Background: an optimization exercise with open tools, aiming at small area. Do not read the settings as production practice. The RTL was checked by simulation tests, not by an equivalence proof against the original design. Power figures rest on the tool's default switching activity, not on a simulated workload.

===== flow/constraint.sdc =====
create_clock -name core_clock -period 6.0 [get_ports {clk}]
set_input_delay 1.2000 -clock core_clock [delete_from_list [all_inputs] [get_ports {clk}]]
set_output_delay 1.2000 -clock core_clock [all_outputs]
set_load 0.01 [all_outputs]

===== flow/config.mk =====
export PLATFORM = sky130hd
export DESIGN_NAME = id_stage_pipe
export DESIGN_NICKNAME = id_stage_pipe
export VERILOG_FILES = /design/flow/design.v
export SDC_FILE = /design/flow/constraint.sdc
export NUM_CORES = 8
export LEC_CHECK = 0
export CAP_MARGIN = 20
export CORE_MARGIN = 2
export CORE_UTILIZATION = 40
export SLEW_MARGIN = 20
export SYNTH_HIERARCHICAL = 1

===== flow/run.sh =====
#!/bin/bash
# synth_recipe.tcl (not shown) runs the flow's synth.tcl, then flattens the netlist and writes it again
# the make line also repeats each setting of config.mk as NAME=value (left out here)
make -C /OpenROAD-flow-scripts/flow DESIGN_CONFIG=/design/flow/config.mk WORK_HOME=/design/flow/orfs CLKGATE_MAP_FILE= SYNTH_SCRIPT=/design/flow/synth_recipe.tcl finish

===== flow/design.v =====
package id_pkg;
  localparam logic [5:0] OP_RTYPE = 6'h00;
  localparam logic [5:0] OP_BEQ   = 6'h04;
  localparam logic [5:0] OP_ADDI  = 6'h08;
  localparam logic [5:0] OP_LW    = 6'h23;
  localparam logic [5:0] OP_SW    = 6'h2B;
endpackage
module rf_aoi3 (
  input  logic [2:0] s,
  input  logic [2:0] d,
  output logic       y
);
  assign y = !(|(s & d));
endmodule
module rf_aoi2 (
  input  logic [1:0] s,
  input  logic [1:0] d,
  output logic       y
);
  assign y = !(|(s & d));
endmodule
module rf_nand11 (
  input  logic [10:0] x,
  output logic        y
);
  assign y = !(&x);
endmodule
module rf_ao22 (
  input  logic a,
  input  logic b,
  input  logic c,
  input  logic d,
  output logic y
);
  assign y = (a & b) | (c & d);
endmodule
module rf_rdbit #(
  parameter int N = 33
) (
  input  logic [N-1:0] s,
  input  logic [N-1:0] d,
  output logic         y
);
  localparam int NG = N / 3;
  logic [10:0] t;
  genvar g;
  generate
    for (g = 0; g < NG; g++) begin : g_aoi
      rf_aoi3 u_aoi (.s(s[3*g +: 3]), .d(d[3*g +: 3]), .y(t[g]));
    end
    if (N - 3 * NG == 2) begin : g_tail
      rf_aoi2 u_aoi (.s(s[N-1 -: 2]), .d(d[N-1 -: 2]), .y(t[10]));
    end
  endgenerate
  rf_nand11 u_or (.x(t), .y(y));
endmodule
module id_stage_pipe (
  input  logic        clk,
  input  logic        rst,
  input  logic        in_valid,
  output logic        in_ready,
  input  logic [31:0] instn,
  input  logic        wb_we,
  input  logic [4:0]  wb_addr,
  input  logic [31:0] wb_data,
  input  logic        ex_load_pending,
  input  logic [4:0]  ex_load_rt,
  input  logic        flush,
  input  logic        ex_ready,
  output logic        out_valid,
  output logic [31:0] out_rs_data,
  output logic [31:0] out_rt_data,
  output logic [31:0] out_imm,
  output logic [4:0]  out_rs,
  output logic [4:0]  out_rt,
  output logic [4:0]  out_rd,
  output logic [4:0]  out_shamt,
  output logic [5:0]  out_funct,
  output logic [5:0]  out_opcode,
  output logic [7:0]  out_ctrl,
  output logic        peri_req,
  input  logic        peri_ack,
  output logic [15:0] peri_addr,
  output logic [15:0] peri_data
);
  logic [5:0]  opcode;
  logic [4:0]  rs, rt;
  logic uses_rt, haz, peri_store, slot_free, idle;
  logic normal_ready, consume, load_slot, launch;
  logic hold, killed, was_idle;
  logic [15:0] imm_q;
  assign opcode = instn[31:26];
  assign rs     = instn[25:21];
  assign rt     = instn[20:16];
  assign slot_free = !out_valid || ex_ready;
  logic [31:0] regs [1:31];
  logic [31:0] regs_d [1:31];
  logic [31:1] valid, wsel, nwsel, live;
  logic [31:1] sel_a, sel_bh, sel_bl;
  logic        byp_a, byp_bh, byp_bl, a_hit, b_hit;
  logic [31:0] rs_next, rt_next;
  genvar i, b;
  generate
    for (i = 1; i < 32; i++) begin : g_reg
      assign wsel[i]   = wb_we && (wb_addr == i);
      assign nwsel[i]  = !wsel[i];
      assign live[i]   = valid[i] && !wsel[i];
      assign sel_a[i]  = slot_free && live[i] && (rs == i);
      assign sel_bh[i] = slot_free && live[i] && (rt == i);
      assign sel_bl[i] = live[i] && (rt == i);
      for (b = 0; b < 32; b++) begin : g_bit
        rf_ao22 u_hold (.a(wsel[i]), .b(wb_data[b]), .c(nwsel[i]), .d(regs[i][b]),
                        .y(regs_d[i][b]));
      end
      always_ff @(posedge clk) begin
        regs[i] <= regs_d[i];
      end
      always_ff @(posedge clk or posedge rst) begin
        if (rst) valid[i] <= 1'b0;
        else     valid[i] <= valid[i] || wsel[i];
      end
    end
  endgenerate
  assign a_hit  = wb_we && (wb_addr == rs) && (rs != 5'd0);
  assign b_hit  = wb_we && (wb_addr == rt) && (rt != 5'd0);
  assign byp_a  = slot_free && a_hit;
  assign byp_bh = slot_free && b_hit;
  assign byp_bl = b_hit;
  generate
    for (b = 0; b < 32; b++) begin : g_rd
      logic [32:0] sa, da;
      for (i = 1; i < 32; i++) begin : g_t
        assign sa[i-1] = sel_a[i];
        assign da[i-1] = regs[i][b];
      end
      assign sa[32:31] = {!slot_free, byp_a};
      assign da[32:31] = {out_rs_data[b], wb_data[b]};
      rf_rdbit #(.N(33)) u_a (.s(sa), .d(da), .y(rs_next[b]));
      if (b >= 16) begin : g_bh
        logic [32:0] sb, db;
        for (i = 1; i < 32; i++) begin : g_t
          assign sb[i-1] = sel_bh[i];
          assign db[i-1] = regs[i][b];
        end
        assign sb[32:31] = {!slot_free, byp_bh};
        assign db[32:31] = {out_rt_data[b], wb_data[b]};
        rf_rdbit #(.N(33)) u_b (.s(sb), .d(db), .y(rt_next[b]));
      end else begin : g_bl
        logic [31:0] sb, db;
        for (i = 1; i < 32; i++) begin : g_t
          assign sb[i-1] = sel_bl[i];
          assign db[i-1] = regs[i][b];
        end
        assign sb[31] = byp_bl;
        assign db[31] = wb_data[b];
        rf_rdbit #(.N(32)) u_b (.s(sb), .d(db), .y(rt_next[b]));
      end
    end
  endgenerate
  assign uses_rt = (opcode == id_pkg::OP_RTYPE) || (opcode == id_pkg::OP_SW) ||
                   (opcode == id_pkg::OP_BEQ);
  assign haz = ex_load_pending && (ex_load_rt != 5'd0) &&
               ((ex_load_rt == rs) || ((ex_load_rt == rt) && uses_rt));
  assign peri_store = (opcode == id_pkg::OP_SW) && (instn[15:8] != 8'd0);
  assign idle         = !peri_req && !hold;
  assign normal_ready = slot_free && !haz && idle && !peri_store;
  assign consume      = slot_free && ((peri_req && peri_ack) || hold);
  assign in_ready     = !rst && (normal_ready || consume);
  assign load_slot    = (in_valid && normal_ready) || (consume && !killed);
  assign launch       = idle && in_valid && peri_store && !haz;
  always_ff @(posedge clk or posedge rst) begin
    if (rst) begin
      out_valid <= 1'b0;
      peri_req  <= 1'b0;
      hold      <= 1'b0;
      killed    <= 1'b0;
    end else begin
      out_valid <= !flush && (load_slot || !slot_free);
      if (idle) begin
        peri_req <= launch;
      end else if (peri_req) begin
        if (peri_ack) begin
          peri_req <= 1'b0;
          hold     <= !slot_free;
        end
      end else if (slot_free) begin
        hold <= 1'b0;
      end
      killed <= !idle && !consume && (killed || flush);
    end
  end
  logic [31:0] f_d, f_q, f_in;
  logic [15:0] rtlo_d, peri_d;
  assign f_in = {instn[15:0], rs, rt, opcode};
  assign f_q  = {imm_q, out_rs, out_rt, out_opcode};
  generate
    for (b = 0; b < 32; b++) begin : g_f
      rf_ao22 u_hold (.a(slot_free), .b(f_in[b]), .c(!slot_free),
                      .d(f_q[b]), .y(f_d[b]));
    end
    for (b = 0; b < 16; b++) begin : g_lo
      rf_ao22 u_rt (.a(slot_free), .b(rt_next[b]), .c(!slot_free), .d(out_rt_data[b]),
                    .y(rtlo_d[b]));
      rf_ao22 u_pd (.a(launch), .b(rt_next[b]), .c(!launch), .d(peri_data[b]),
                    .y(peri_d[b]));
    end
  endgenerate
  always_ff @(posedge clk) begin
    out_rs_data         <= rs_next;
    out_rt_data[31:16]  <= rt_next[31:16];
    out_rt_data[15:0]   <= rtlo_d;
    {imm_q, out_rs, out_rt, out_opcode} <= f_d;
    peri_data           <= peri_d;
    if (slot_free) was_idle <= idle;
  end
  assign out_imm   = {{16{imm_q[15]}}, imm_q};
  assign out_rd    = imm_q[15:11];
  assign out_shamt = imm_q[10:6];
  assign out_funct = imm_q[5:0];
  always_comb begin
    case (out_opcode)
      id_pkg::OP_RTYPE: out_ctrl = 8'b1_10_0_0_0_1_0;
      id_pkg::OP_ADDI:  out_ctrl = 8'b0_00_1_0_0_1_0;
      id_pkg::OP_LW:    out_ctrl = 8'b0_00_1_0_0_1_1;
      id_pkg::OP_SW:    out_ctrl = {5'b0_00_1_0, was_idle, 2'b0_0};
      id_pkg::OP_BEQ:   out_ctrl = 8'b0_01_0_1_0_0_0;
      default:          out_ctrl = 8'h00;
    endcase
  end
  assign peri_addr = instn[15:0];
endmodule

==> impl_metrics.csv, run 1 <==
group,metric,value,unit
die,coreArea,108000,um^2
yosys,ys_types,43,
yosys,ys.flop_type,"dfxtp_1",
grt,gr-usage-met2,0.483,
final_layout,final_common_cell,"dfxtp_1",
clocking,cts_root_buf,"clkbuf_16",
die,initial_core_util,0.405,
die,dieArea,111000,um^2
timing,finalCritPeriodShare,0.825,
run_status,status,"timing/DRC/antenna clean",
clocking,cts_buffer_depth,3,
timing,setup_viol,0,
pwr,total_power,20.4,mW
timing,setup_slack,1.05,ns
clocking,h-tree-depth,3,
routing,antenna_left,0,
yosys,yosysTopAreaCellShare,0.508,
grt,overflow,0,
timing,report.final.slew_viol_count,0,
clocking,hold_buffers,0,
yosys,synth_nets,3704,
grt,grt_max_degree,44,
timing,skew,0.0223,ns
grt,grt_pass1_wl,283000,um
pwr,ir_worst_vdd,0.000244,V
run,drv_cap,0,
grt,grt_pass1_vias,39500,
final_layout,fin_nets,4177,
clocking,post_cts_buffers,0,
grt,track_usage,0.340,
clocking,post_cts_resize_count,0,
yosys,syn_area_per_cell,12.0,um^2
yosys,synth_area_leaders,"dfxtp_1, a22o_1, a222oi_1",
die,die_h,334,um
routing,dr.first_iter.drc_count,9551,
clocking,numCtsBuffers,115,
yosys,ys_async_sr_fraction,0.0307,
routing,routed_wl,200000,um
placement,hpwlAfterDp,120000,um
yosys,syn_area,43500,um^2
placement,place.gp.congestion,0.969,
routing,avgRoutedWirePerCell,35.8,um
yosys,seq_area_frac_synth,0.529,
timing,layout_min_cycle_time,4.95,ns
placement,placed_cell_area,49200,um^2
pwr,leakage,21.4,nW
routing,first_pass_iters,13,
placement,dp_slack,1.10,ns
clocking,cts_tree,"done",
routing,vias,42600,
grt,gr-usage-met1,0.451,
die,pin_count,253,
clocking,cts.clk_slew.worst_paths,0.06,ns
yosys,synth_top_area_cell,"dfxtp_1",
timing,timing.fmax,202,MHz
die,die_x,334,um
yosys,yosys_warnings,10,
grt,grt_util_met3,0.0983,
routing,route.detailed.drc,0,
final_layout,n_fill_cell,9571,
yosys,synthCells,3622,
worst_setup_path,cp_max_fo,6,
timing,tns,0,ns
timing,tightest_slew,1.20,ns
grt,antenna_found_initial,9,
pwr,p_per_area,383,nW/um^2
timing,hold_violations,0,
final_layout,syn_to_final_growth,22.4,%
worst_setup_path,arrival,3.75,ns
clocking,clock_latency,0.71,ns
clocking,numClockSinks,1140,
yosys,synth_seq_cells,1140,
placement,portBuffers,252,
final_layout,design_area,53200,um^2
worst_setup_path,cp-end-kind,"output pin",
worst_setup_path,cp-start-kind,"input port",
die,floorplan.rows,120,
timing,rsz0062_at_grt,"no",
worst_setup_path,critical_path_required,4.80,ns
timing,slew_headroom,0.194,
final_layout,layout-drive-gt1-share,0.128,
final_layout,mostFrequentLayoutCells,"dfxtp_1, a22o_1, a222oi_1",
yosys,synth_enable_flop_cells,1,
worst_setup_path,criticalPathCategory,"in -> out",
routing,vias_per_cell,7.60,
grt,busiest_layer,"met2",
hold_path,min_path_type,"reg -> reg",
## registers in the layout, indices dropped and copies added (netlist names), 6 cells and up
register and cells:
imm_q 16, out_rs_data 32, out_opcode 6, out_rt_data 32
valid 31, regs 992, peri_data 16
## Yosys cell counts, types with 2 or more instances
cell type and number:
and4b_1 3, buf_2 2, or3b_2 2, o31ai_1 3, or2_2 4, a211oi_1 2
xor2_1 7, nand4b_1 2, xnor2_1 11, and2_1 2, nand2_1 73, or4_1 3
nor4b_1 5, clkbuf_1 21, a22oi_2 16, nand2b_1 45, nand4_1 133, nor2_1 24
nor3_1 73, nand3_1 79, a21oi_1 3, a222oi_1 688, buf_4 82, o21ai_0 3
inv_1 36, nor4_1 15, dfrtp_1 35, dfxtp_1 1104, a22o_1 1056, or3_1 72
nor2b_1 4, nor4bb_1 2, buf_1 2
## critical path, stage by stage
cell and delay (ns):
clkdlybuf4s50_1 0.82, xnor2_1 0.18, nand3_1 0.10, nor4_1 0.69, o31ai_1 0.23, clkdlybuf4s50_1 0.53
## metal layers
metal  share of wire  vias to the layer above
met2            0.41                     3775
li1                -                    17400
met3            0.14                      730
met1            0.38                    20700
met5         0.00030                        -
met4           0.073                       10
## cell families (layout without fill, tap and decap cells)
| group | after synthesis | in the layout | synth area share |
|---|---|---|---|
| AND/OR/NAND/NOR | 546 | 546 | 0.0701 |
| other | 0 | 5 | 0 |
| flip-flops | 1140 | 1140 | 0.529 |
| AO/OA/AOI/OAI | 1775 | 1775 | 0.378 |
| XOR/XNOR | 18 | 18 | 0.00362 |
| buffers and inverters | 143 | 711 | 0.0195 |
## metrics by stage
stage	hold slack, ns	instances	util
after floorplan	0.435	3622	-
after global placement	0.449	5381	0.458
after detailed placement	0.453	5381	0.458
after CTS	0.467	5593	0.495
after global routing	0.481	5595	0.495
final	0.466	5598	0.495
## Yosys stat by module, one instance, submodules excluded, a selection
module	copies in the design	flops+latches	area, um^2	cells
id_stage_pipe	1	1140	25600	1606
rf_ao22	1056	0	8.76	1
rf_aoi2	16	0	12.5	1
rf_aoi3	688	0	10.0	1
rf_nand11	64	0	23.8	4
## worst paths after layout
path	end	slack (ns)	cells after the start	startpoint
max	in_ready	1.05	6	instn[23]
min	valid[25]	0.47	1	valid[25]
max reg2reg	out_rs_data[13]	2.61	9	out_valid
min reg2reg	valid[25]	0.47	1	valid[25]
max in group asynchronous	valid[16]	4.57	3	rst
min in group asynchronous	peri_req	1.00	3	rst
## power by group
part           switching, mW  internal [mW]
Combinational           1.12           1.37
Clock                   3.15           4.45
Sequential              1.25           9.06
## area by class of cell
type,instances,area (um^2),share of cell area
timing repair buffer,463,4130,0.0776
sequential,1140,23000,0.432
tap,1403,1760,0.0330
antenna,5,12.5,0.000235
clock buffer,163,3390,0.0637
multi-input combinational,2339,20200,0.380
clock inverter,49,594,0.0112
inverter,36,138,0.00258
==> run 2, diff against run 1 <==
==> flow/flow/run.sh (new file) <==
#!/bin/bash
# Own layout flow: the standard ORFS flow (standard.sh, unchanged synthesis) with
#  - plain buf_1 cells as the port buffers instead of the default delay buffers, and
#  - a clock tree without dummy loads, with larger sink clusters (fewer leaf buffers).
# make's full output goes to flow_make.log here; each ORFS step's log is under orfs/logs/.
set -euo pipefail
export BUFFER_PORTS_ARGS="-buffer_cell sky130_fd_sc_hd__buf_1"
export CTS_ARGS="-sink_clustering_enable -repair_clock_nets -dont_use_dummy_load -sink_clustering_size 25 -sink_clustering_max_diameter 80"
bash standard.sh finish > flow_make.log 2>&1
==> flow/standard.sh (new file) <==
#!/bin/bash
# synth_recipe.tcl (not shown) runs the flow's synth.tcl, then flattens the netlist and writes it again
# the make line also repeats each setting of config.mk as NAME=value (left out here)
make -C /OpenROAD-flow-scripts/flow DESIGN_CONFIG=/design/flow/config.mk WORK_HOME=/design/flow/orfs CLKGATE_MAP_FILE= SYNTH_SCRIPT=/design/flow/synth_recipe.tcl "${@:-finish}"
--- a/flow/config.mk
+++ b/flow/config.mk
@@ -8,5 +8,5 @@
 export CAP_MARGIN = 20
 export CORE_MARGIN = 2
-export CORE_UTILIZATION = 40
+export CORE_UTILIZATION = 60
 export SLEW_MARGIN = 20
 export SYNTH_HIERARCHICAL = 1
removed: flow/run.sh
==> impl_metrics.csv, run 2 <==
group,metric,value,unit
run_status,status,"timing/DRC/antenna clean",
timing,rsz0062_at_grt,"no",
pwr,leakage,19.4,nW
clocking,numCtsBuffers,52,
final_layout,largest_register_ffs,992,
final_layout,syn_to_final_growth,11.1,%
clocking,post_cts_resize_count,0,
yosys,ys_types,43,
worst_setup_path,critical_path_required,4.80,ns
routing,vias,44000,
yosys,synth_enable_flop_cells,1,
placement,portBuffers,252,
routing,first_pass_iters,13,
worst_setup_path,cp_max_fo,7,
grt,grt_max_degree,62,
routing,antenna_left,0,
final_layout,top_register,"regs",
yosys,syn_area,43500,um^2
timing,tightest_slew,1.16,ns
yosys,synth_nets,3704,
clocking,hold_buffers,0,
timing,slew_headroom,0.224,
grt,grt_pass1_wl,280000,um
final_layout,layout-drive-gt1-share,0.0949,
hold_path,hold_depth,1,
yosys,ys_async_sr_fraction,0.0307,
yosys,synth_top_area_cell,"dfxtp_1",
clocking,cts_root_buf,"clkbuf_16",
final_layout,mostFrequentLayoutCells,"dfxtp_1, a22o_1, a222oi_1",
timing,skew,0.0512,ns
placement,hpwlAfterDp,117000,um
grt,grt_pass1_vias,42100,
clocking,cts.clk_slew.worst_paths,0.10,ns
yosys,yosysTopAreaCellShare,0.508,
yosys,yosys.cell_count.top_type,"dfxtp_1",
timing,layout_min_cycle_time,4.56,ns
routing,routed_wl,195000,um
grt,track_usage,0.500,
timing,tns,0,ns
clocking,post_cts_buffers,0,
die,die_x,273,um
hold_path,min_path_type,"reg -> reg",
die,die_h,273,um
worst_setup_path,cp-start-kind,"input port",
final_layout,fin_nets,4111,
die,pin_count,253,
worst_setup_path,cp-end-kind,"output pin",
timing,setup_viol,0,
final_layout,largestRegisters,"regs: 992 flops, out_rs_data: 32 flops, out_rt_data: 32 flops",
grt,antenna_found_initial,9,
timing,timing.fmax,219,MHz
clocking,numClockSinks,1140,
clocking,cts_buffer_depth,3,
clocking,h-tree-depth,2,
worst_setup_path,reg2regPathDepth,8,
pwr,ir_worst_vdd,0.000296,V
yosys,synth_seq_cells,1140,
routing,avgRoutedWirePerCell,39.2,um
worst_setup_path,arrival,3.36,ns
yosys,yosys_warnings,10,
die,coreArea,71600,um^2
run,drv_cap,0,
yosys,yosys-top-cells-count,"dfxtp_1, a22o_1, a222oi_1",
die,floorplan.rows,98,
clocking,cts_tree,"done",
timing,finalCritPeriodShare,0.760,
die,dieArea,74700,um^2
final_layout,final_common_cell,"dfxtp_1",
yosys,synthCells,3622,
final_layout,finish.utilization,0.675,
yosys,seq_area_frac_synth,0.529,
yosys,syn_area_per_cell,12.0,um^2
routing,dr.first_iter.drc_count,11600,
grt,overflow,0,
worst_setup_path,criticalPathCategory,"in -> out",
pwr,p_per_area,344,nW/um^2
yosys,synth_area_leaders,"dfxtp_1, a22o_1, a222oi_1",
yosys,ys.flop_type,"dfxtp_1",
routing,route.detailed.drc,0,
timing,report.final.slew_viol_count,0,
die,initial_core_util,0.607,
placement,place.gp.congestion,1.02,
clocking,clock_latency,0.67,ns
timing,hold_violations,0,
routing,vias_per_cell,8.84,
==> run 2: cell families (layout without fill, tap and decap cells) <==
family / after synthesis / count (layout) / share of synthesized area
AND/OR/NAND/NOR: 546 / 546 / 0.0701
XOR/XNOR: 18 / 18 / 0.00362
AO/OA/AOI/OAI: 1775 / 1775 / 0.378
buffers and inverters: 143 / 548 / 0.0195
other: 0 / 4 / 0
flip-flops: 1140 / 1140 / 0.529
==> run 2: modules after synthesis (local to each module, per instance), a selection <==
module         flops+latches  cell area, um^2  cells inside
rf_nand11                  0             23.8             4
rf_aoi2                    0             12.5             1
rf_ao22                    0             8.76             1
id_stage_pipe           1140            25600          1606
rf_aoi3                    0             10.0             1
==> run 2: worst max-delay path: stages <==
cell	delay (ns)
buf_1	0.57
buf_4	0.32
xnor2_1	0.14
nand3_1	0.09
nor4_1	0.69
o31ai_1	0.18
buf_1	0.17
==> run 2: layout make-up <==
cell class | instances | area, um^2
Fill cell | 5451 | 23300
Sequential cell | 1140 | 23000
Multi-Input combinational cell | 2339 | 20200
Timing Repair Buffer | 460 | 2520
Clock buffer | 52 | 1300
Tap cell | 950 | 1190
Inverter | 36 | 138
Antenna cell | 4 | 10.0
==> run 2: final timing paths <==
| check | startpoint | to | slack (ns) |
|---|---|---|---|
| worst max register to register | out_valid | out_rs_data[10] | 1.91 |
| worst min-delay path | out_rt[1] | out_rt[1] | 0.48 |
| worst max-delay path | instn[21] | in_ready | 1.44 |
| max in group asynchronous | rst | valid[12] | 4.81 |
| worst min register to register | out_rt[1] | out_rt[1] | 0.48 |
| min in group asynchronous | rst | hold | 0.75 |
==> run 2: power by group <==
part	total (mW)	switching, mW	internal [mW]
sequential	10.3	1.27	9.05
combinational	2.33	1.16	1.17
clock	3.96	2.41	1.55
total	16.6	4.85	11.8
==> run 2: through the flow <==
step / total power [mW] / hold WS (ns) / cells / worst slack (ns) / area (um^2)
after CTS: 16.4 / 0.477 / 4976 / 1.54 / 48300
after floorplan: 11.6 / 0.435 / 3622 / 0.0591 / 43500
final: 16.6 / 0.479 / 4981 / 1.44 / 48300
after detailed placement: 12.6 / 0.452 / 4924 / 1.12 / 47000
after global placement: 12.4 / 0.449 / 4923 / 0.874 / 47000
after global routing: 17.1 / 0.488 / 4977 / 1.39 / 48300
==> run 2: layer usage <==
metal / share of wire / global-route usage
met4: 0.095 / 0.379
met3: 0.17 / 0.197
met1: 0.33 / 0.620
met2: 0.40 / 0.697
met5: 0.00053 / 0.00513
==> run 3, diff against run 2 <==
--- a/flow/design.v
+++ b/flow/design.v
@@ -97,6 +97,6 @@
   logic [31:0] regs_d [1:31];
   logic [31:1] valid, wsel, nwsel, live;
-  logic [31:1] sel_a, sel_bh, sel_bl;
-  logic        byp_a, byp_bh, byp_bl, a_hit, b_hit;
+  logic [31:1] sel_a, sel_b;
+  logic        byp_a, byp_b, a_hit, b_hit;
   logic [31:0] rs_next, rt_next;
   genvar i, b;
@@ -107,6 +107,5 @@
       assign live[i]   = valid[i] && !wsel[i];
       assign sel_a[i]  = slot_free && live[i] && (rs == i);
-      assign sel_bh[i] = slot_free && live[i] && (rt == i);
-      assign sel_bl[i] = live[i] && (rt == i);
+      assign sel_b[i]  = live[i] && (rt == i);
       for (b = 0; b < 32; b++) begin : g_bit
         rf_ao22 u_hold (.a(wsel[i]), .b(wb_data[b]), .c(nwsel[i]), .d(regs[i][b]),
@@ -125,35 +124,21 @@
   assign b_hit  = wb_we && (wb_addr == rt) && (rt != 5'd0);
   assign byp_a  = slot_free && a_hit;
-  assign byp_bh = slot_free && b_hit;
-  assign byp_bl = b_hit;
+  assign byp_b  = b_hit;
   generate
     for (b = 0; b < 32; b++) begin : g_rd
       logic [32:0] sa, da;
+      logic [31:0] sb, db;
       for (i = 1; i < 32; i++) begin : g_t
         assign sa[i-1] = sel_a[i];
         assign da[i-1] = regs[i][b];
+        assign sb[i-1] = sel_b[i];
+        assign db[i-1] = regs[i][b];
       end
       assign sa[32:31] = {!slot_free, byp_a};
       assign da[32:31] = {out_rs_data[b], wb_data[b]};
+      assign sb[31]    = byp_b;
+      assign db[31]    = wb_data[b];
       rf_rdbit #(.N(33)) u_a (.s(sa), .d(da), .y(rs_next[b]));
-      if (b >= 16) begin : g_bh
-        logic [32:0] sb, db;
-        for (i = 1; i < 32; i++) begin : g_t
-          assign sb[i-1] = sel_bh[i];
-          assign db[i-1] = regs[i][b];
-        end
-        assign sb[32:31] = {!slot_free, byp_bh};
-        assign db[32:31] = {out_rt_data[b], wb_data[b]};
-        rf_rdbit #(.N(33)) u_b (.s(sb), .d(db), .y(rt_next[b]));
-      end else begin : g_bl
-        logic [31:0] sb, db;
-        for (i = 1; i < 32; i++) begin : g_t
-          assign sb[i-1] = sel_bl[i];
-          assign db[i-1] = regs[i][b];
-        end
-        assign sb[31] = byp_bl;
-        assign db[31] = wb_data[b];
-        rf_rdbit #(.N(32)) u_b (.s(sb), .d(db), .y(rt_next[b]));
-      end
+      rf_rdbit #(.N(32)) u_b (.s(sb), .d(db), .y(rt_next[b]));
     end
   endgenerate
@@ -191,5 +176,6 @@
   end
   logic [31:0] f_d, f_q, f_in;
-  logic [15:0] rtlo_d, peri_d;
+  logic [31:0] rt_d;
+  logic [15:0] peri_d;
   assign f_in = {instn[15:0], rs, rt, opcode};
   assign f_q  = {imm_q, out_rs, out_rt, out_opcode};
@@ -199,7 +185,9 @@
                       .d(f_q[b]), .y(f_d[b]));
     end
-    for (b = 0; b < 16; b++) begin : g_lo
+    for (b = 0; b < 32; b++) begin : g_rt
       rf_ao22 u_rt (.a(slot_free), .b(rt_next[b]), .c(!slot_free), .d(out_rt_data[b]),
-                    .y(rtlo_d[b]));
+                    .y(rt_d[b]));
+    end
+    for (b = 0; b < 16; b++) begin : g_pd
       rf_ao22 u_pd (.a(launch), .b(rt_next[b]), .c(!launch), .d(peri_data[b]),
                     .y(peri_d[b]));
@@ -208,6 +196,5 @@
   always_ff @(posedge clk) begin
     out_rs_data         <= rs_next;
-    out_rt_data[31:16]  <= rt_next[31:16];
-    out_rt_data[15:0]   <= rtlo_d;
+    out_rt_data         <= rt_d;
     {imm_q, out_rs, out_rt, out_opcode} <= f_d;
     peri_data           <= peri_d;
==> impl_metrics.csv, run 3 <==
group,metric,value,unit
run_status,status,"timing/DRC/antenna clean",
yosys,synth_top_area_cell,"dfxtp_1",
final_layout,final_common_cell,"dfxtp_1",
yosys,synth_seq_cells,1140,
worst_setup_path,r2r_end,"out_rs_data[4]",
timing,setup_viol,0,
routing,vias,43200,
yosys,syn_area_per_cell,12.1,um^2
timing,report.final.slew_viol_count,0,
yosys,synth_area_leaders,"dfxtp_1, a22o_1, a222oi_1",
worst_setup_path,reg2regPathDepth,9,
clocking,numClockSinks,1140,
timing,hold_slack,0.474,ns
worst_setup_path,cp-end-kind,"register",
placement,hpwlAfterDp,109000,um
timing,setup_slack,1.54,ns
grt,overflow,0,
yosys,yosysTopAreaCellShare,0.509,
routing,antenna_left,0,
yosys,yosys_warnings,10,
routing,vias_per_cell,8.81,
yosys,synth_enable_flop_cells,1,
timing,timing.fmax,224,MHz
timing,skew,0.0266,ns
placement,dp_slack,1.10,ns
yosys,ys.flop_type,"dfxtp_1",
pwr,leakage,19.1,nW
clocking,clock_latency,0.66,ns
routing,route.detailed.drc,0,
yosys,synthCells,3580,
routing,first_pass_iters,13,
final_layout,fin_nets,4033,
grt,grt_pass1_vias,41200,
pwr,ir_worst_vdd,0.000262,V
yosys,ys_async_sr_fraction,0.0307,
hold_path,worstHoldStart,"valid[11]",
yosys,yosys-top-cells-count,"dfxtp_1, a22o_1, a222oi_1",
grt,grt_pass1_wl,273000,um
clocking,cts_tree,"done",
clocking,hold_buffers,0,
hold_path,hold_depth,1,
yosys,yosys.cell_count.top_type,"dfxtp_1",
worst_setup_path,r2r-start,"out_valid",
final_layout,final_cells,4904,
yosys,ys_types,42,
placement,place.gp.congestion,1.08,
clocking,post_cts_buffers,0,
clocking,cts_root_buf,"clkbuf_16",
yosys,syn_area,43400,um^2
die,pin_count,253,
clocking,numCtsBuffers,52,
timing,tightest_slew,1.24,ns
clocking,h-tree-depth,2,
placement,portBuffers,252,
timing,hold_violations,0,
pwr,p_per_area,347,nW/um^2
die,coreArea,71500,um^2
routing,dr.first_iter.drc_count,10800,
worst_setup_path,arrival,5.01,ns
yosys,seq_area_frac_synth,0.530,
final_layout,mostFrequentLayoutCells,"dfxtp_1, a22o_1, a222oi_1",
worst_setup_path,criticalPathCategory,"in -> reg",
hold_path,min_path_type,"reg -> reg",
die,initial_core_util,0.607,
timing,tns,0,ns
yosys,synth_nets,3662,
clocking,post_cts_resize_count,0,
worst_setup_path,critical_path_required,6.55,ns
placement,dp_cells,4847,
final_layout,largest_register_ffs,992,
clocking,cts_buffer_depth,3,
grt,track_usage,0.487,
final_layout,syn_to_final_growth,10.1,%
routing,routed_wl,191000,um
final_layout,layout-drive-gt1-share,0.0826,
die,die_h,273,um
grt,grt_max_degree,54,
grt,antenna_found_initial,6,
run,drv_cap,0,
worst_setup_path,cp_max_fo,35,
clocking,cts.clk_slew.worst_paths,0.10,ns
timing,slew_headroom,0.176,
hold_path,hold_path_end,"valid[11]",
final_layout,top_register,"regs",
die,dieArea,74500,um^2
timing,finalCritPeriodShare,0.743,
die,die_x,273,um
placement,placed_cell_area,46500,um^2
pwr,total_power,16.6,mW
worst_setup_path,cp-start-kind,"input port",
timing,layout_min_cycle_time,4.46,ns
worst_setup_path,ff2ff_setup_slack,2.42,ns
final_layout,design_area,47800,um^2
timing,rsz0062_at_grt,"no",
final_layout,largestRegisters,"regs: 992 flops, out_rs_data: 32 flops, out_rt_data: 32 flops",
routing,avgRoutedWirePerCell,39.0,um
final_layout,finish.utilization,0.668,
die,floorplan.rows,98,
run 3: changes by cell type after synthesis, moves of 3 or more:
cell | before | now
a22o_1 | 1056 | 1072
clkbuf_1 | 21 | 17
nand3_1 | 79 | 73
nand3b_1 | 0 | 3
nor2_1 | 24 | 8
or3_1 | 72 | 67
nor3_1 | 73 | 61
nand2b_1 | 45 | 41
a222oi_1 | 688 | 672
nand4_1 | 133 | 130
a22oi_2 | 16 | 32
nor4b_1 | 5 | 2
run 3: Yosys stat by module, one instance, submodules excluded, a selection:
module	cell area, um^2	times used	cells inside
id_stage_pipe	25300	1	1548
rf_ao22	8.76	1072	1
rf_aoi2	12.5	32	1
rf_aoi3	10.0	672	1
rf_nand11	23.8	64	4
run 3: logic make-up (layout without fill, tap and decap cells):
| kind of cell | after synthesis | after routing | synth area share |
|---|---|---|---|
| xor+xnor | 18 | 18 | 0.00363 |
| flops | 1140 | 1140 | 0.530 |
| compound gates | 1789 | 1789 | 0.383 |
| buf+inv | 137 | 506 | 0.0190 |
| simple gates | 496 | 496 | 0.0645 |
| other cells | 0 | 5 | 0 |
run 3: worst max path at each step:
stage / startpoint / cells after the start / to
after global placement: wb_addr[2] / 11 / peri_data[7]
after floorplan: ex_ready / 9 / out_rs_data[0]
after CTS: instn[23] / 6 / in_ready
after detailed placement: wb_addr[3] / 11 / out_rt_data[7]
final: wb_we / 11 / peri_data[9]
after global routing: wb_we / 11 / out_rt_data[6]
run 3: report_power, final:
group          internal (mW)  leakage, nW  switching, mW
sequential              9.05         9.60           1.27
clock                   1.55        0.641           2.40
combinational           1.17         8.88           1.12
total                   11.8         19.1           4.79
run 3: critical path, stage by stage:
cell and delay [ns]:
buf_1 0.28, nor4b_1 0.80, nand2_1 0.17, buf_4 0.36
nand2_1 0.20, nor4_2 0.06, buf_4 0.34, a222oi_1 0.31
nand4_1 0.48, or3_1 0.55, a22o_1 0.22
run 3: area by class of cell:
| class | count | area [um^2] |
|---|---|---|
| well taps | 950 | 1190 |
| clock buffers | 52 | 1300 |
| flip-flops and latches | 1140 | 23000 |
| multi-input cells | 2303 | 19900 |
| repair buffers | 419 | 2200 |
| fillers | 5428 | 23700 |
| inverters | 35 | 134 |
| diodes | 5 | 12.5 |
run 3: per-layer routing:
metal,share of wire,global-route usage,wire (um)
met1,0.34,0.625,64700
met2,0.40,0.681,76000
met3,0.18,0.169,34000
met4,0.085,0.353,16300
met5,0.00021,0.00193,41
==> run 4, diff against run 3 <==
==> flow/flow/run.sh (replaced) <==
#!/bin/bash
# Own layout flow: the standard ORFS flow (standard.sh, unchanged synthesis) with
#  - plain buf_1 cells as the port buffers instead of the default delay buffers,
#  - a clock tree without dummy loads, with larger sink clusters (fewer leaf buffers), and
#  - power recovery (downsizing gates off the critical paths) after global routing.
# make's full output goes to flow_make.log here; each ORFS step's log is under orfs/logs/.
set -euo pipefail
export BUFFER_PORTS_ARGS="-buffer_cell sky130_fd_sc_hd__buf_1"
export CTS_ARGS="-sink_clustering_enable -repair_clock_nets -dont_use_dummy_load -sink_clustering_size 25 -sink_clustering_max_diameter 80"
export RECOVER_POWER=100
bash standard.sh finish > flow_make.log 2>&1
==> impl_metrics.csv, run 4 <==
group,metric,value,unit
worst_setup_path,cpPeakStageDelay,1.86,ns
routing,antenna_left,0,
grt,track_usage,0.487,
pwr,p_int,11.8,mW
yosys,yosys-top-cells-count,"dfxtp_1, a22o_1, a222oi_1",
timing,layout_min_cycle_time,5.52,ns
yosys,yosys_warnings,10,
timing,report.final.slew_viol_count,1092,
pwr,ir_worst_vdd,0.000264,V
yosys,synth_nets,3662,
worst_setup_path,cp-end-kind,"register",
worst_setup_path,cp_common_cell,"clkbuf_1",
worst_setup_path,cp_max_fo,34,
run_status,failed_checks,"max-capacitance violations, max-slew violations",
pwr,switching_share,0.289,
final_layout,largestRegisters,"regs: 992 flops, out_rs_data: 32 flops, out_rt_data: 32 flops",
placement,placed_cell_area,46500,um^2
grt,overflow,0,
final_layout,layout-drive-gt1-share,0.0709,
clocking,cts_tree,"done",
timing,hold_violations,0,
clocking,h-tree-depth,2,
timing,skew,0.0323,ns
grt,grt_pass1_wl,273000,um
worst_setup_path,cp_cell_sequence,"clkbuf_1 -> and4b_1 -> nand2_1 -> clkbuf_1 -> inv_1 -> clkbuf_2 -> a22o_1",
run,drv_cap,32,
clocking,cts_root_buf,"clkbuf_16",
worst_setup_path,arrival,6.04,ns
clocking,post_cts_buffers,0,
worst_setup_path,r2r-start,"out_valid",
yosys,synth_top_area_cell,"dfxtp_1",
pwr,pwr-share-seq,0.623,
yosys,yosys.cell_count.top_type,"dfxtp_1",
worst_setup_path,cp-startpoint,"wb_addr[2]",
pwr,total_power,16.5,mW
yosys,synth_seq_cells,1140,
yosys,ys_types,42,
pwr,pwr-share-clk,0.239,
die,die_h,273,um
hold_path,min_path_type,"reg -> reg",
pwr,power_frac_comb,0.138,
routing,routed_wl,191000,um
yosys,syn_area,43400,um^2
worst_setup_path,critPathBufInv,4,
placement,portBuffers,252,
grt,grt_max_degree,54,
grt,antenna_found_initial,6,
timing,slew_headroom,-1.04,
worst_setup_path,critPathSlowestCell,"clkbuf_1",
die,floorplan.rows,98,
worst_setup_path,critical_path_required,6.53,ns
placement,hpwlAfterDp,109000,um
yosys,syn_area_per_cell,12.1,um^2
final_layout,design_area,47600,um^2
hold_path,hold_depth,1,
die,dieArea,74500,um^2
worst_setup_path,r2r_end,"out_rs_data[9]",
clocking,numClockSinks,1140,
routing,avgRoutedWirePerCell,38.9,um
worst_setup_path,crit_family,"buffers and inverters",
timing,setup_viol,0,
worst_setup_path,criticalPathCategory,"in -> reg",
timing,tns,0,ns
timing,tightest_slew,3.06,ns
worst_setup_path,worstSetupEndpoint,"regs[25][11]",
final_layout,final_common_cell,"dfxtp_1",
die,pin_count,253,
timing,finalCritPeriodShare,0.919,
timing,rsz0062_at_grt,"no",
pwr,p_per_area,348,nW/um^2
placement,place.gp.congestion,1.08,
yosys,synth_enable_flop_cells,1,
worst_setup_path,reg2regPathDepth,9,
clocking,clock_latency,0.66,ns
routing,vias_per_cell,8.82,
final_layout,largest_register_ffs,992,
pwr,leakage,19.0,nW
worst_setup_path,ff2ff_setup_slack,2.31,ns
routing,first_pass_iters,17,
pwr,netSwitchingPower,4.78,mW
routing,route.detailed.drc,0,
final_layout,mostFrequentLayoutCells,"dfxtp_1, a22o_1, a222oi_1",
clocking,numCtsBuffers,52,
clocking,post_cts_resize_count,0,
worst_setup_path,cp-start-kind,"input port",
timing,timing.fmax,181,MHz
yosys,seq_area_frac_synth,0.530,
grt,grt_pass1_vias,41200,
yosys,yosysTopAreaCellShare,0.509,
die,die_x,273,um
clocking,hold_buffers,0,
routing,dr.first_iter.drc_count,10800,
final_layout,n_fill_cell,5485,
yosys,ys_async_sr_fraction,0.0307,
routing,vias,43200,
final_layout,syn_to_final_growth,9.65,%
final_layout,fin_nets,4033,
final_layout,top_register,"regs",
yosys,ys.flop_type,"dfxtp_1",
yosys,synth_area_leaders,"dfxtp_1, a22o_1, a222oi_1",
die,initial_core_util,0.607,
clocking,cts_buffer_depth,3,
run_status,status,"complete, but fails checks",
worst_setup_path,cp.depth,7,
clocking,cts.clk_slew.worst_paths,0.09,ns
die,coreArea,71500,um^2
yosys,synthCells,3580,
-- run 4: changes by cell type in the layout (fill, tap and decap cells not counted) --
cell / change
clkbuf_1: +49
buf_4: -46
buf_1: -9
clkbuf_2: +6
nor3_1: +5
nor3_2: -5
clkinvlp_2: +1
diode_2: -1
inv_4: -1
nor4_1: +1
nor4_2: -1
-- run 4: cells by family (layout without fill, tap and decap cells) --
logic type / after synthesis / count (layout) / synth area share
and+or+nand+nor: 496 / 496 / 0.0645
buffers and inverters: 137 / 506 / 0.0190
AOI/OAI and AO/OA: 1789 / 1789 / 0.383
other: 0 / 4 / 0
xor gates and xnor gates: 18 / 18 / 0.00363
DFF: 1140 / 1140 / 0.530
-- run 4: stage by stage --
stage	instances	utilization	hold WS [ns]	setup WS, ns
2_1_floorplan	3580	-	0.435	0.00221
3_3_place_gp	4847	0.650	0.450	1.19
3_5_place_dp	4847	0.650	0.452	1.10
4_1_cts	4899	0.668	0.476	1.79
5_1_grt	4899	0.665	0.482	0.748
6_report	4903	0.665	0.474	0.485
-- run 4: layout make-up --
type	count	area, um^2	share of cell area
Multi-Input combinational cell	2303	19900	0.418
Timing Repair Buffer	419	2030	0.0428
Inverter	35	133	0.00279
Sequential cell	1140	23000	0.484
Tap cell	950	1190	0.0250
Clock buffer	52	1300	0.0274
Antenna cell	4	10.0	0.000210
-- run 4: worst min-delay path by stage --
stage                    from         to  slack (ns)
floorplan           valid[10]  valid[10]        0.43
global placement    valid[25]  valid[25]        0.45
detailed placement  valid[29]  valid[29]        0.45
CTS                 valid[30]  valid[30]        0.48
global route        out_rt[4]  out_rt[4]        0.48
finish              valid[11]  valid[11]        0.47
-- run 4: worst register-to-register path, stage by stage, from the launching register on --
cell	delay (ns)
dfrtp_1	0.41
nand2b_4	0.37
clkinvlp_2	0.29
nor2_1	0.11
nand3_1	0.42
nor3_4	0.08
buf_4	0.35
a222oi_1	0.79
nand4_1	0.34
or3_1	0.43
-- run 4: Yosys stat by module, one instance, submodules excluded, excerpt --
module         times used  flip-flops and latches
rf_ao22              1072                       0
id_stage_pipe           1                    1140
rf_aoi3               672                       0
rf_aoi2                32                       0
rf_nand11              64                       0
-- run 4: power by group through the flow --
| stage | combinational, mW | clock (mW) | sequential [mW] |
|---|---|---|---|
| final | 2.28 | 3.95 | 10.3 |
| after global routing | 2.41 | 4.17 | 10.4 |
| after CTS | 2.22 | 3.92 | 10.2 |
| after detailed placement | 2.20 | 0 | 10.4 |
| after global placement | 2.11 | 0 | 10.3 |
| after floorplan | 1.56 | 0 | 10.0 |
-- run 4: per-layer routing --
| layer | GRT usage | wire, um |
|---|---|---|
| met5 | 0.00193 | 27 |
| met4 | 0.353 | 17200 |
| met3 | 0.169 | 34000 |
| met2 | 0.681 | 75300 |
| met1 | 0.625 | 64300 |
==> run 5, diff against run 4 <==
--- a/flow/design.v
+++ b/flow/design.v
@@ -13,14 +13,16 @@
   assign y = !(|(s & d));
 endmodule
-module rf_aoi2 (
-  input  logic [1:0] s,
-  input  logic [1:0] d,
-  output logic       y
-);
-  assign y = !(|(s & d));
-endmodule
-module rf_nand11 (
-  input  logic [10:0] x,
-  output logic        y
+module rf_nand2 (
+  input  logic a,
+  input  logic b,
+  output logic y
+);
+  assign y = !(a & b);
+endmodule
+module rf_nandn #(
+  parameter int M = 11
+) (
+  input  logic [M-1:0] x,
+  output logic         y
 );
   assign y = !(&x);
@@ -43,5 +45,6 @@
 );
   localparam int NG = N / 3;
-  logic [10:0] t;
+  localparam int NR = N - 3 * NG;
+  logic [NG+NR-1:0] t;
   genvar g;
   generate
@@ -49,9 +52,9 @@
       rf_aoi3 u_aoi (.s(s[3*g +: 3]), .d(d[3*g +: 3]), .y(t[g]));
     end
-    if (N - 3 * NG == 2) begin : g_tail
-      rf_aoi2 u_aoi (.s(s[N-1 -: 2]), .d(d[N-1 -: 2]), .y(t[10]));
-    end
-  endgenerate
-  rf_nand11 u_or (.x(t), .y(y));
+    for (g = 0; g < NR; g++) begin : g_tail
+      rf_nand2 u_nand (.a(s[3*NG+g]), .b(d[3*NG+g]), .y(t[NG+g]));
+    end
+  endgenerate
+  rf_nandn #(.M(NG + NR)) u_or (.x(t), .y(y));
 endmodule
 module id_stage_pipe (
==> flow/flow/run.sh (replaced) <==
#!/bin/bash
# Own layout flow: the standard ORFS flow (standard.sh, unchanged synthesis) with
#  - plain buf_1 cells as the port buffers instead of the default delay buffers, and
#  - a clock tree without dummy loads, with larger sink clusters (fewer leaf buffers).
# make's full output goes to flow_make.log here; each ORFS step's log is under orfs/logs/.
set -euo pipefail
export BUFFER_PORTS_ARGS="-buffer_cell sky130_fd_sc_hd__buf_1"
export CTS_ARGS="-sink_clustering_enable -repair_clock_nets -dont_use_dummy_load -sink_clustering_size 25 -sink_clustering_max_diameter 80"
bash standard.sh finish > flow_make.log 2>&1
==> impl_metrics.csv, run 5 <==
group,metric,value,unit
worst_setup_path,cp_common_cell,"nand2_1",
final_layout,syn_to_final_growth,10.6,%
timing,layout_min_cycle_time,4.69,ns
routing,routed_wl,207000,um
worst_setup_path,critical_path_required,6.59,ns
final_layout,mostFrequentLayoutCells,"dfxtp_1, a22o_1, a222oi_1",
clocking,cts_root_buf,"clkbuf_16",
placement,placed_cell_area,46400,um^2
yosys,ys_types,41,
yosys,ys_async_sr_fraction,0.0307,
yosys,synth_nets,3694,
routing,vias_per_cell,9.01,
placement,place.gp.congestion,1.06,
yosys,seq_area_frac_synth,0.532,
die,die_x,273,um
worst_setup_path,arrival,5.28,ns
final_layout,largestRegisters,"regs: 992 flops, out_rs_data: 32 flops, out_rt_data: 32 flops",
clocking,numCtsBuffers,53,
routing,antenna_left,0,
pwr,ir_worst_vdd,0.000308,V
timing,hold_violations,0,
timing,tns,0,ns
grt,track_usage,0.532,
timing,rsz0062_at_grt,"no",
yosys,synth_top_area_cell,"dfxtp_1",
yosys,synthCells,3612,
grt,overflow,0,
placement,dp_cells,4891,
timing,slew_headroom,0.166,
clocking,cts.clk_slew.worst_paths,0.09,ns
run_status,status,"timing/DRC/antenna clean",
worst_setup_path,cp_max_fo,20,
final_layout,final_common_cell,"dfxtp_1",
routing,first_pass_iters,15,
worst_setup_path,cp-end-kind,"register",
yosys,ys.flop_type,"dfxtp_1",
worst_setup_path,crit_family,"simple AND/OR/NAND/NOR gates",
yosys,syn_area_per_cell,12.0,um^2
final_layout,top_register,"regs",
placement,hpwlAfterDp,122000,um
worst_setup_path,criticalPathCategory,"in -> reg",
pwr,p_per_area,350,nW/um^2
placement,portBuffers,252,
grt,grt_max_degree,73,
yosys,syn_area,43300,um^2
clocking,h-tree-depth,2,
yosys,synth_seq_cells,1140,
yosys,yosys_warnings,10,
clocking,numClockSinks,1140,
routing,dr.first_iter.drc_count,11700,
worst_setup_path,cp-start-kind,"input port",
die,coreArea,71500,um^2
pwr,leakage,19.2,nW
yosys,synth_enable_flop_cells,1,
die,pin_count,253,
routing,avgRoutedWirePerCell,41.6,um
grt,grt_pass1_vias,42400,
final_layout,layout-drive-gt1-share,0.0790,
grt,grt_pass1_wl,293000,um
hold_path,min_path_type,"reg -> reg",
timing,timing.fmax,213,MHz
clocking,clock_latency,0.71,ns
clocking,post_cts_buffers,0,
timing,skew,0.0718,ns
timing,report.final.slew_viol_count,0,
die,die_h,273,um
routing,route.detailed.drc,0,
clocking,hold_buffers,0,
worst_setup_path,critPathSlowestCell,"nor4bb_1",
timing,finalCritPeriodShare,0.781,
clocking,cts_buffer_depth,3,
clocking,post_cts_resize_count,0,
yosys,yosysTopAreaCellShare,0.511,
yosys,yosys.cell_count.top_type,"dfxtp_1",
worst_setup_path,critPathBufInv,2,
routing,vias,44700,
timing,tightest_slew,1.25,ns
worst_setup_path,cpPeakStageDelay,0.95,ns
final_layout,design_area,47800,um^2
yosys,yosys-top-cells-count,"dfxtp_1, a22o_1, a222oi_1",
worst_setup_path,cp_cell_sequence,"buf_1 -> nor4bb_1 -> nand2_1 -> nand2_1 -> nor3_4 -> buf_4 -> a222oi_1 -> nand4_1 -> or3_1 -> a22o_1",
grt,antenna_found_initial,19,
run,drv_cap,0,
final_layout,largest_register_ffs,992,
die,dieArea,74300,um^2
final_layout,fin_nets,4085,
final_layout,final_cells,4965,
die,initial_core_util,0.605,
clocking,cts_tree,"done",
die,floorplan.rows,98,
timing,setup_viol,0,
yosys,synth_area_leaders,"dfxtp_1, a22o_1, a222oi_1",
[run 5: path summary, 6_finish.rpt]
check                           from              end  slack (ns)  depth (start not counted)
max                            wb_we   out_rt_data[7]        1.31                         10
min                        valid[20]        valid[20]        0.47                          1
max reg2reg                out_valid  out_rs_data[28]        2.30                          9
min reg2reg                valid[20]        valid[20]        0.47                          1
max in group asynchronous        rst         valid[1]        4.89                          3
min in group asynchronous        rst        valid[31]        0.68                          3
[run 5: through the flow]
| stage | power [mW] | util | setup slack (ns) | hold WS (ns) |
|---|---|---|---|---|
| after floorplan | 11.6 | - | 0.00221 | 0.435 |
| after global placement | 12.4 | 0.649 | 1.19 | 0.450 |
| after detailed placement | 12.6 | 0.649 | 1.13 | 0.451 |
| after CTS | 16.4 | 0.668 | 1.78 | 0.474 |
| after global routing | 17.1 | 0.669 | 1.23 | 0.477 |
| final | 16.7 | 0.669 | 1.31 | 0.471 |
[run 5: layout make-up]
cell class              count  area, um^2
fillers                  5499       23600
flip-flops and latches   1140       23000
multi-input cells        2335       19800
repair buffers            438        2340
clock buffers              53        1330
well taps                 950        1190
inverters                  35         134
diodes                     14        35.0
[run 5: cell families after synthesis]
kind of cell           share of synthesized area
AND/OR/NAND/NOR                           0.0711
AO/OA/AOI/OAI                              0.374
flip-flops                                 0.532
buffers and inverters                     0.0190
XOR/XNOR                                 0.00364
[run 5: worst reg2reg max path, stage by stage (launching register included)]
cell and delay [ns]:
dfrtp_1 0.42, nand2b_4 0.12, inv_4 0.04, nor2_1 0.18, nand3b_1 0.36, nor3_4 0.97, buf_4 0.56, a222oi_1 0.19
nand4_1 0.61, or3_1 0.22
[run 5: layer usage]
layer	GRT usage	wire length [um]	up-vias
met3	0.231	36400	1530
met5	0.0109	183	-
met4	0.467	24300	22
li1	-	-	17000
met1	0.625	65000	21100
met2	0.735	80800	5114
[run 5: where the power goes]
part | switching, mW | internal [mW]
Clock | 2.45 | 1.58
Sequential | 1.31 | 9.05
Combinational | 1.18 | 1.17
[run 5: Yosys stat by module, one instance, submodules excluded, a selection]
| module | copies in the design | flip-flops and latches | area, um^2 |
|---|---|---|---|
| rf_aoi3 | 672 | 0 | 10.0 |
| rf_ao22 | 1072 | 0 | 8.76 |
| rf_nand2 | 64 | 0 | 3.75 |
| id_stage_pipe | 1 | 1140 | 25300 |
==> run 6, diff against run 5 <==
--- a/flow/design.v
+++ b/flow/design.v
@@ -180,5 +180,5 @@
   logic [31:0] f_d, f_q, f_in;
   logic [31:0] rt_d;
-  logic [15:0] peri_d;
+  logic [15:0] peri_d, pa_d;
   assign f_in = {instn[15:0], rs, rt, opcode};
   assign f_q  = {imm_q, out_rs, out_rt, out_opcode};
@@ -193,4 +193,5 @@
     end
     for (b = 0; b < 16; b++) begin : g_pd
+      rf_ao22 u_pa (.a(launch), .b(instn[b]), .c(!launch), .d(peri_addr[b]), .y(pa_d[b]));
       rf_ao22 u_pd (.a(launch), .b(rt_next[b]), .c(!launch), .d(peri_data[b]),
                     .y(peri_d[b]));
@@ -202,4 +203,5 @@
     {imm_q, out_rs, out_rt, out_opcode} <= f_d;
     peri_data           <= peri_d;
+    peri_addr           <= pa_d;
     if (slot_free) was_idle <= idle;
   end
@@ -218,4 +220,3 @@
     endcase
   end
-  assign peri_addr = instn[15:0];
-endmodule
+endmodule
==> impl_metrics.csv, run 6 <==
group,metric,value,unit
run,drv_cap,0,
yosys,ys_types,42,
routing,avgRoutedWirePerCell,40.0,um
hold_path,min_path_type,"reg -> reg",
clocking,post_cts_buffers,0,
worst_setup_path,critical_path_required,6.58,ns
final_layout,fin_nets,4112,
final_layout,layout-drive-gt1-share,0.0777,
yosys,yosys.cell_count.top_type,"dfxtp_1",
timing,report.final.slew_viol_count,0,
timing,tightest_slew,1.24,ns
die,pin_count,253,
pwr,total_power,16.9,mW
timing,hold_violations,0,
worst_setup_path,ff2ff_setup_slack,2.24,ns
final_layout,design_area,48400,um^2
yosys,seq_area_frac_synth,0.535,
final_layout,final_cells,4985,
final_layout,largest_register_ffs,992,
placement,hpwlAfterDp,122000,um
yosys,yosysTopAreaCellShare,0.514,
die,initial_core_util,0.608,
yosys,syn_area_per_cell,12.0,um^2
timing,finalCritPeriodShare,0.772,
grt,overflow,0,
die,die_x,274,um
clocking,hold_buffers,0,
timing,setup_viol,0,
grt,grt_max_degree,100,
routing,vias,44100,
routing,top_layer_used,"met5",
yosys,syn_area,43600,um^2
clocking,clock_latency,0.68,ns
worst_setup_path,arrival,5.21,ns
routing,routed_wl,199000,um
run_status,status,"timing/DRC/antenna clean",
final_layout,mostFrequentLayoutCells,"dfxtp_1, a22o_1, a222oi_1",
clocking,numClockSinks,1156,
yosys,ys.flop_type,"dfxtp_1",
worst_setup_path,cp-end-kind,"register",
clocking,numCtsBuffers,53,
pwr,ir_worst_vdd,0.000274,V
yosys,ys_async_sr_fraction,0.0303,
yosys,synth_top_area_cell,"dfxtp_1",
clocking,cts_tree,"done",
placement,portBuffers,252,
final_layout,syn_to_final_growth,10.9,%
clocking,cts_root_buf,"clkbuf_16",
die,floorplan.rows,98,
die,die_h,274,um
yosys,synth_seq_cells,1156,
timing,tns,0,ns
timing,slew_headroom,0.175,
routing,met3WireLength,30900,um
yosys,yosys_warnings,10,
worst_setup_path,cp-start-kind,"input port",
timing,setup_slack,1.37,ns
timing,layout_min_cycle_time,4.63,ns
worst_setup_path,cp_max_fo,35,
grt,antenna_found_initial,16,
timing,rsz0062_at_grt,"no",
yosys,yosys-top-cells-count,"dfxtp_1, a22o_1, a222oi_1",
yosys,synthCells,3626,
worst_setup_path,criticalPathCategory,"in -> reg",
timing,hold_slack,0.469,ns
placement,place.gp.congestion,1.00,
die,coreArea,71700,um^2
routing,route.detailed.drc,0,
clocking,cts_buffer_depth,3,
pwr,leakage,19.4,nW
routing,first_pass_iters,14,
placement,placed_cell_area,47000,um^2
final_layout,final_common_cell,"dfxtp_1",
placement,dp_slack,1.24,ns
clocking,cts.clk_slew.worst_paths,0.10,ns
final_layout,finish.utilization,0.674,
routing,antenna_left,0,
pwr,p_per_area,348,nW/um^2
placement,dp_cells,4923,
grt,grt_pass1_wl,287000,um
grt,track_usage,0.512,
routing,vias_per_cell,8.85,
die,dieArea,74900,um^2
yosys,synth_enable_flop_cells,1,
routing,wl_met1,64100,um
routing,wl_met2,81200,um
final_layout,top_register,"regs",
clocking,h-tree-depth,2,
final_layout,largestRegisters,"regs: 992 flops, out_rs_data: 32 flops, out_rt_data: 32 flops",
routing,dr.first_iter.drc_count,11500,
yosys,synth_area_leaders,"dfxtp_1, a22o_1, a222oi_1",
yosys,synth_nets,3708,
timing,skew,0.0732,ns
clocking,post_cts_resize_count,0,
timing,timing.fmax,216,MHz
grt,grt_pass1_vias,41400,
==> run 6: changes by cell type after synthesis, sizes merged, moves of 2 or more <==
cell	change
nor3	-8
or3	+2
buf	-18
dfxtp	+16
nand2b	+2
a22o	+16
or3b	+2
nor4	+6
==> run 6: cells by family after synthesis <==
logic type      count (synthesis)  share of synthesized area
simple gates                  560                     0.0708
buf+inv                       118                     0.0159
flops                        1156                      0.535
compound gates               1774                      0.375
xor+xnor                       18                    0.00361
==> run 6: worst max-delay path, cell delays in order <==
cell      delay [ns]
buf_1           0.31
nor4bb_1        0.89
nand2_1         0.13
buf_4           0.32
nand2_1         0.18
nor3_2          0.06
buf_4           0.29
a222oi_1        0.30
nand4_1         0.66
or3_1           0.62
a22o_1          0.21
==> run 6: cell type report <==
cell class	count	area, um^2
fillers	5465	23300
flip-flops and latches	1156	23300
multi-input cells	2352	20000
repair buffers	432	2340
clock buffers	53	1330
well taps	950	1190
inverters	35	134
diodes	7	17.5
==> run 6: path summary, 6_finish.rpt <==
path                           start               to  cells past startpoint
min reg2reg                out_rs[4]        out_rs[4]                      1
min                        out_rs[4]        out_rs[4]                      1
max in group asynchronous        rst        valid[16]                      3
max reg2reg                out_valid  out_rs_data[28]                      8
max                            wb_we     peri_data[2]                     11
min in group asynchronous        rst         peri_req                      3
==> run 6: metal layers <==
| layer | global-route usage | vias up |
|---|---|---|
| li1 | - | 17100 |
| met1 | 0.624 | 21000 |
| met2 | 0.739 | 4793 |
| met3 | 0.147 | 1192 |
| met4 | 0.448 | 16 |
| met5 | 0.00128 | - |
==> run 6: report_power, final <==
| group | switching (mW) | leakage [nW] | internal, mW |
|---|---|---|---|
| Clock | 2.43 | 0.653 | 1.58 |
| Combinational | 1.17 | 9.01 | 1.18 |
| Sequential | 1.32 | 9.73 | 9.17 |
| Total | 4.92 | 19.4 | 11.9 |
==> run 6: Yosys stat by module, one instance, submodules excluded, a selection <==
module	cells inside	area [um^2]
rf_nand2	1	3.75
rf_aoi3	1	10.0
id_stage_pipe	1546	25600
rf_ao22	1	8.76
==> run 7, diff against run 6 <==
--- a/flow/design.v
+++ b/flow/design.v
@@ -180,5 +180,5 @@
   logic [31:0] f_d, f_q, f_in;
   logic [31:0] rt_d;
-  logic [15:0] peri_d, pa_d;
+  logic [15:0] peri_d;
   assign f_in = {instn[15:0], rs, rt, opcode};
   assign f_q  = {imm_q, out_rs, out_rt, out_opcode};
@@ -193,5 +193,4 @@
     end
     for (b = 0; b < 16; b++) begin : g_pd
-      rf_ao22 u_pa (.a(launch), .b(instn[b]), .c(!launch), .d(peri_addr[b]), .y(pa_d[b]));
       rf_ao22 u_pd (.a(launch), .b(rt_next[b]), .c(!launch), .d(peri_data[b]),
                     .y(peri_d[b]));
@@ -203,5 +202,4 @@
     {imm_q, out_rs, out_rt, out_opcode} <= f_d;
     peri_data           <= peri_d;
-    peri_addr           <= pa_d;
     if (slot_free) was_idle <= idle;
   end
@@ -220,3 +218,4 @@
     endcase
   end
-endmodule
+  assign peri_addr = instn[15:0];
+endmodule
--- a/flow/flow/run.sh
+++ b/flow/flow/run.sh
@@ -6,4 +6,4 @@
 set -euo pipefail
 export BUFFER_PORTS_ARGS="-buffer_cell sky130_fd_sc_hd__buf_1"
-export CTS_ARGS="-sink_clustering_enable -repair_clock_nets -dont_use_dummy_load -sink_clustering_size 25 -sink_clustering_max_diameter 80"
+export CTS_ARGS="-sink_clustering_enable -repair_clock_nets -dont_use_dummy_load -sink_clustering_size 27 -sink_clustering_max_diameter 90"
 bash standard.sh finish > flow_make.log 2>&1
--- a/flow/config.mk
+++ b/flow/config.mk
@@ -8,5 +8,5 @@
 export CAP_MARGIN = 20
 export CORE_MARGIN = 2
-export CORE_UTILIZATION = 60
+export CORE_UTILIZATION = 50
 export SLEW_MARGIN = 20
 export SYNTH_HIERARCHICAL = 1
==> impl_metrics.csv, run 7 <==
group,metric,value,unit
clocking,h-tree-depth,2,
die,die_h,298,um
final_layout,mostFrequentLayoutCells,"dfxtp_1, a22o_1, a222oi_1",
grt,track_usage,0.436,
clocking,cts.clk_slew.worst_paths,0.09,ns
pwr,power_frac_comb,0.139,
grt,grt_pass1_vias,39900,
pwr,pwr-share-clk,0.236,
routing,routed_wl,204000,um
clocking,post_cts_resize_count,0,
pwr,total_power,16.5,mW
yosys,yosys-top-cells-count,"dfxtp_1, a22o_1, a222oi_1",
final_layout,final_cells,5147,
hold_path,min_path_type,"reg -> reg",
clocking,numCtsBuffers,49,
worst_setup_path,cp-end-kind,"register",
worst_setup_path,cp-start-kind,"input port",
yosys,synth_seq_cells,1140,
yosys,synth_nets,3694,
placement,placed_cell_area,46700,um^2
yosys,seq_area_frac_synth,0.532,
timing,setup_slack,1.50,ns
final_layout,layout-drive-gt1-share,0.0798,
yosys,synth_enable_flop_cells,1,
routing,dr.first_iter.drc_count,9212,
pwr,netSwitchingPower,4.83,mW
routing,first_pass_iters,12,
yosys,synth_area_leaders,"dfxtp_1, a22o_1, a222oi_1",
yosys,yosysTopAreaCellShare,0.511,
die,floorplan.rows,107,
final_layout,final_common_cell,"dfxtp_1",
final_layout,fin_nets,4082,
timing,timing.fmax,222,MHz
worst_setup_path,cp_cell_sequence,"buf_1 -> nor4bb_1 -> nand2_1 -> nand2_1 -> nor3_2 -> buf_4 -> a222oi_1 -> nand4_1 -> or3_1 -> a22o_1",
routing,vias,42500,
yosys,ys.flop_type,"dfxtp_1",
pwr,p_per_area,344,nW/um^2
timing,layout_min_cycle_time,4.50,ns
routing,vias_per_cell,8.27,
worst_setup_path,arrival,5.04,ns
worst_setup_path,cp_max_fo,32,
clocking,cts_tree,"done",
die,coreArea,85400,um^2
worst_setup_path,critical_path_required,6.54,ns
clocking,numClockSinks,1140,
final_layout,top_register,"regs",
placement,dp_cells,5093,
timing,finalCritPeriodShare,0.749,
run,drv_cap,0,
routing,avgRoutedWirePerCell,39.6,um
grt,antenna_found_initial,12,
placement,dp_slack,0.935,ns
final_layout,largestRegisters,"regs: 992 flops, out_rs_data: 32 flops, out_rt_data: 32 flops",
pwr,p_int,11.7,mW
yosys,ys_async_sr_fraction,0.0307,
clocking,clock_latency,0.67,ns
grt,grt_pass1_wl,289000,um
die,pin_count,253,
timing,hold_violations,0,
final_layout,syn_to_final_growth,10.9,%
timing,rsz0062_at_grt,"no",
die,initial_core_util,0.507,
yosys,yosys.cell_count.top_type,"dfxtp_1",
timing,tightest_slew,1.34,ns
clocking,post_cts_buffers,0,
grt,overflow,0,
yosys,syn_area_per_cell,12.0,um^2
pwr,switching_share,0.292,
worst_setup_path,cpPeakStageDelay,0.96,ns
clocking,cts_buffer_depth,3,
clocking,hold_buffers,0,
timing,setup_viol,0,
timing,slew_headroom,0.109,
final_layout,largest_register_ffs,992,
yosys,syn_area,43300,um^2
die,die_x,298,um
pwr,leakage,19.1,nW
routing,antenna_left,0,
yosys,ys_types,41,
placement,portBuffers,252,
timing,report.final.slew_viol_count,0,
yosys,synthCells,3612,
routing,route.detailed.drc,0,
yosys,yosys_warnings,10,
pwr,pwr-share-seq,0.624,
run_status,status,"timing/DRC/antenna clean",
final_layout,design_area,48000,um^2
worst_setup_path,critPathBufInv,2,
grt,grt_max_degree,65,
die,dieArea,88900,um^2
worst_setup_path,criticalPathCategory,"in -> reg",
worst_setup_path,crit_family,"simple AND/OR/NAND/NOR gates",
pwr,ir_worst_vdd,0.000236,V
placement,hpwlAfterDp,128000,um
clocking,cts_root_buf,"clkbuf_16",
worst_setup_path,cp_common_cell,"nand2_1",
timing,skew,0.0611,ns
placement,place.gp.congestion,0.983,
worst_setup_path,critPathSlowestCell,"a222oi_1",
timing,tns,0,ns
final_layout,n_fill_cell,7317,
yosys,synth_top_area_cell,"dfxtp_1",
run 7: cell count changes in the layout (fill, tap and decap cells not counted), moves of 4 or more:
cell       before   now
clkbuf_16      53    49
nor3_4         10     4
nor3_2         40    53
buf_4         176   186
nor4_4          5     0
buf_1         251   247
a22o_1       1088  1072
clkbuf_2        1     5
dfxtp_1      1120  1104
run 7: area by class of cell:
cell class	instances	area, um^2	share of cell area
multi-input cells	2335	19800	0.413
flip-flops and latches	1140	23000	0.479
inverters	35	134	0.00279
well taps	1144	1430	0.0298
repair buffers	439	2370	0.0494
clock buffers	49	1230	0.0256
diodes	5	12.5	0.000261
run 7: per-module statistics from Yosys (local to each module, per instance), a selection:
| module | cell area (um^2) | cells |
|---|---|---|
| rf_ao22 | 8.76 | 1 |
| rf_nand2 | 3.75 | 1 |
| rf_aoi3 | 10.0 | 1 |
| id_stage_pipe | 25300 | 1548 |
run 7: worst paths after layout:
kind / from / to / slack [ns] / depth (start not counted)
max in group asynchronous: rst / valid[4] / 4.91 / 3
min in group asynchronous: rst / valid[9] / 0.66 / 3
hold reg to reg: out_rt[0] / out_rt[0] / 0.47 / 1
setup / recovery: wb_addr[2] / peri_data[11] / 1.50 / 10
hold / removal: out_rt[0] / out_rt[0] / 0.47 / 1
setup reg to reg: out_valid / out_rs_data[30] / 2.10 / 9
run 7: cell families (layout without fill, tap and decap cells):
family / Yosys count / after routing / share of synthesized area
DFF: 1140 / 1140 / 0.532
and+or+nand+nor: 560 / 560 / 0.0711
other: 0 / 5 / 0
buffers and inverters: 137 / 523 / 0.0190
AOI/OAI and AO/OA: 1757 / 1757 / 0.374
xor gates and xnor gates: 18 / 18 / 0.00364
run 7: per-layer routing:
| metal | wire length (um) | GRT usage | up-vias |
|---|---|---|---|
| met1 | 71400 | 0.545 | 20900 |
| met4 | 20600 | 0.354 | 8 |
| met5 | 98 | 0.00379 | - |
| met3 | 26300 | 0.0940 | 742 |
| li1 | - | - | 17000 |
| met2 | 85500 | 0.647 | 3910 |
run 7: worst register-to-register path, stage by stage (launching register included):
cell	delay, ns
dfrtp_1	0.42
nand2b_4	0.17
inv_4	0.28
nor2_1	0.33
nand3b_1	0.38
nor3_4	1.00
buf_4	0.47
a222oi_1	0.17
nand4_1	0.45
or3_1	0.19
run 7: stage by stage:
step,util,hold WS [ns]
3_5_place_dp,0.547,0.451
6_report,0.562,0.473
4_1_cts,0.562,0.476
2_1_floorplan,-,0.435
3_3_place_gp,0.547,0.449
5_1_grt,0.562,0.487
run 7: power groups by stage:
stage	sequential, mW	clock [mW]	combinational, mW
after global routing	10.4	4.16	2.44
after detailed placement	10.4	0	2.25
final	10.3	3.90	2.30
after global placement	10.3	0	2.17
after floorplan	10.0	0	1.55
after CTS	10.2	3.91	2.26

-- re-timing with driven ports --
In the flow no input, the clock included, has a driving cell. The finished layouts below were timed again as built, in two steps.
Step 1, drivers: a clkbuf_16 drives clk and a buf_2 each remaining input, both assumed.
Step 2 moves the port delays by t, midway between the first and last clock arrival at a register: inputs arrive t later, outputs are due t later. That takes back most of the time a late clock gives input paths.
Three values: ideal, step 1, step 2; two values: the first two.
run	shift t [ns]	slack for setup (ns)	pins driven straight from the clock port
run 1	0.772	1.050 / 1.018 / 0.738	1
run 2	0.724	1.441 / 1.406 / 0.894	1
run 3	0.721	1.540 / 1.587 / 0.866	1
run 4	0.722	0.485 / 0.532 / -0.190	1
run 5	0.740	1.313 / 1.337 / 0.598	1
run 6	0.723	1.367 / 1.418 / 0.695	1
run 7	0.718	1.504 / 1.520 / 0.802	1
For run 5, which loses most, drivers alone change the setup slack by +0.024 ns; drivers and shift together by -0.715 ns.
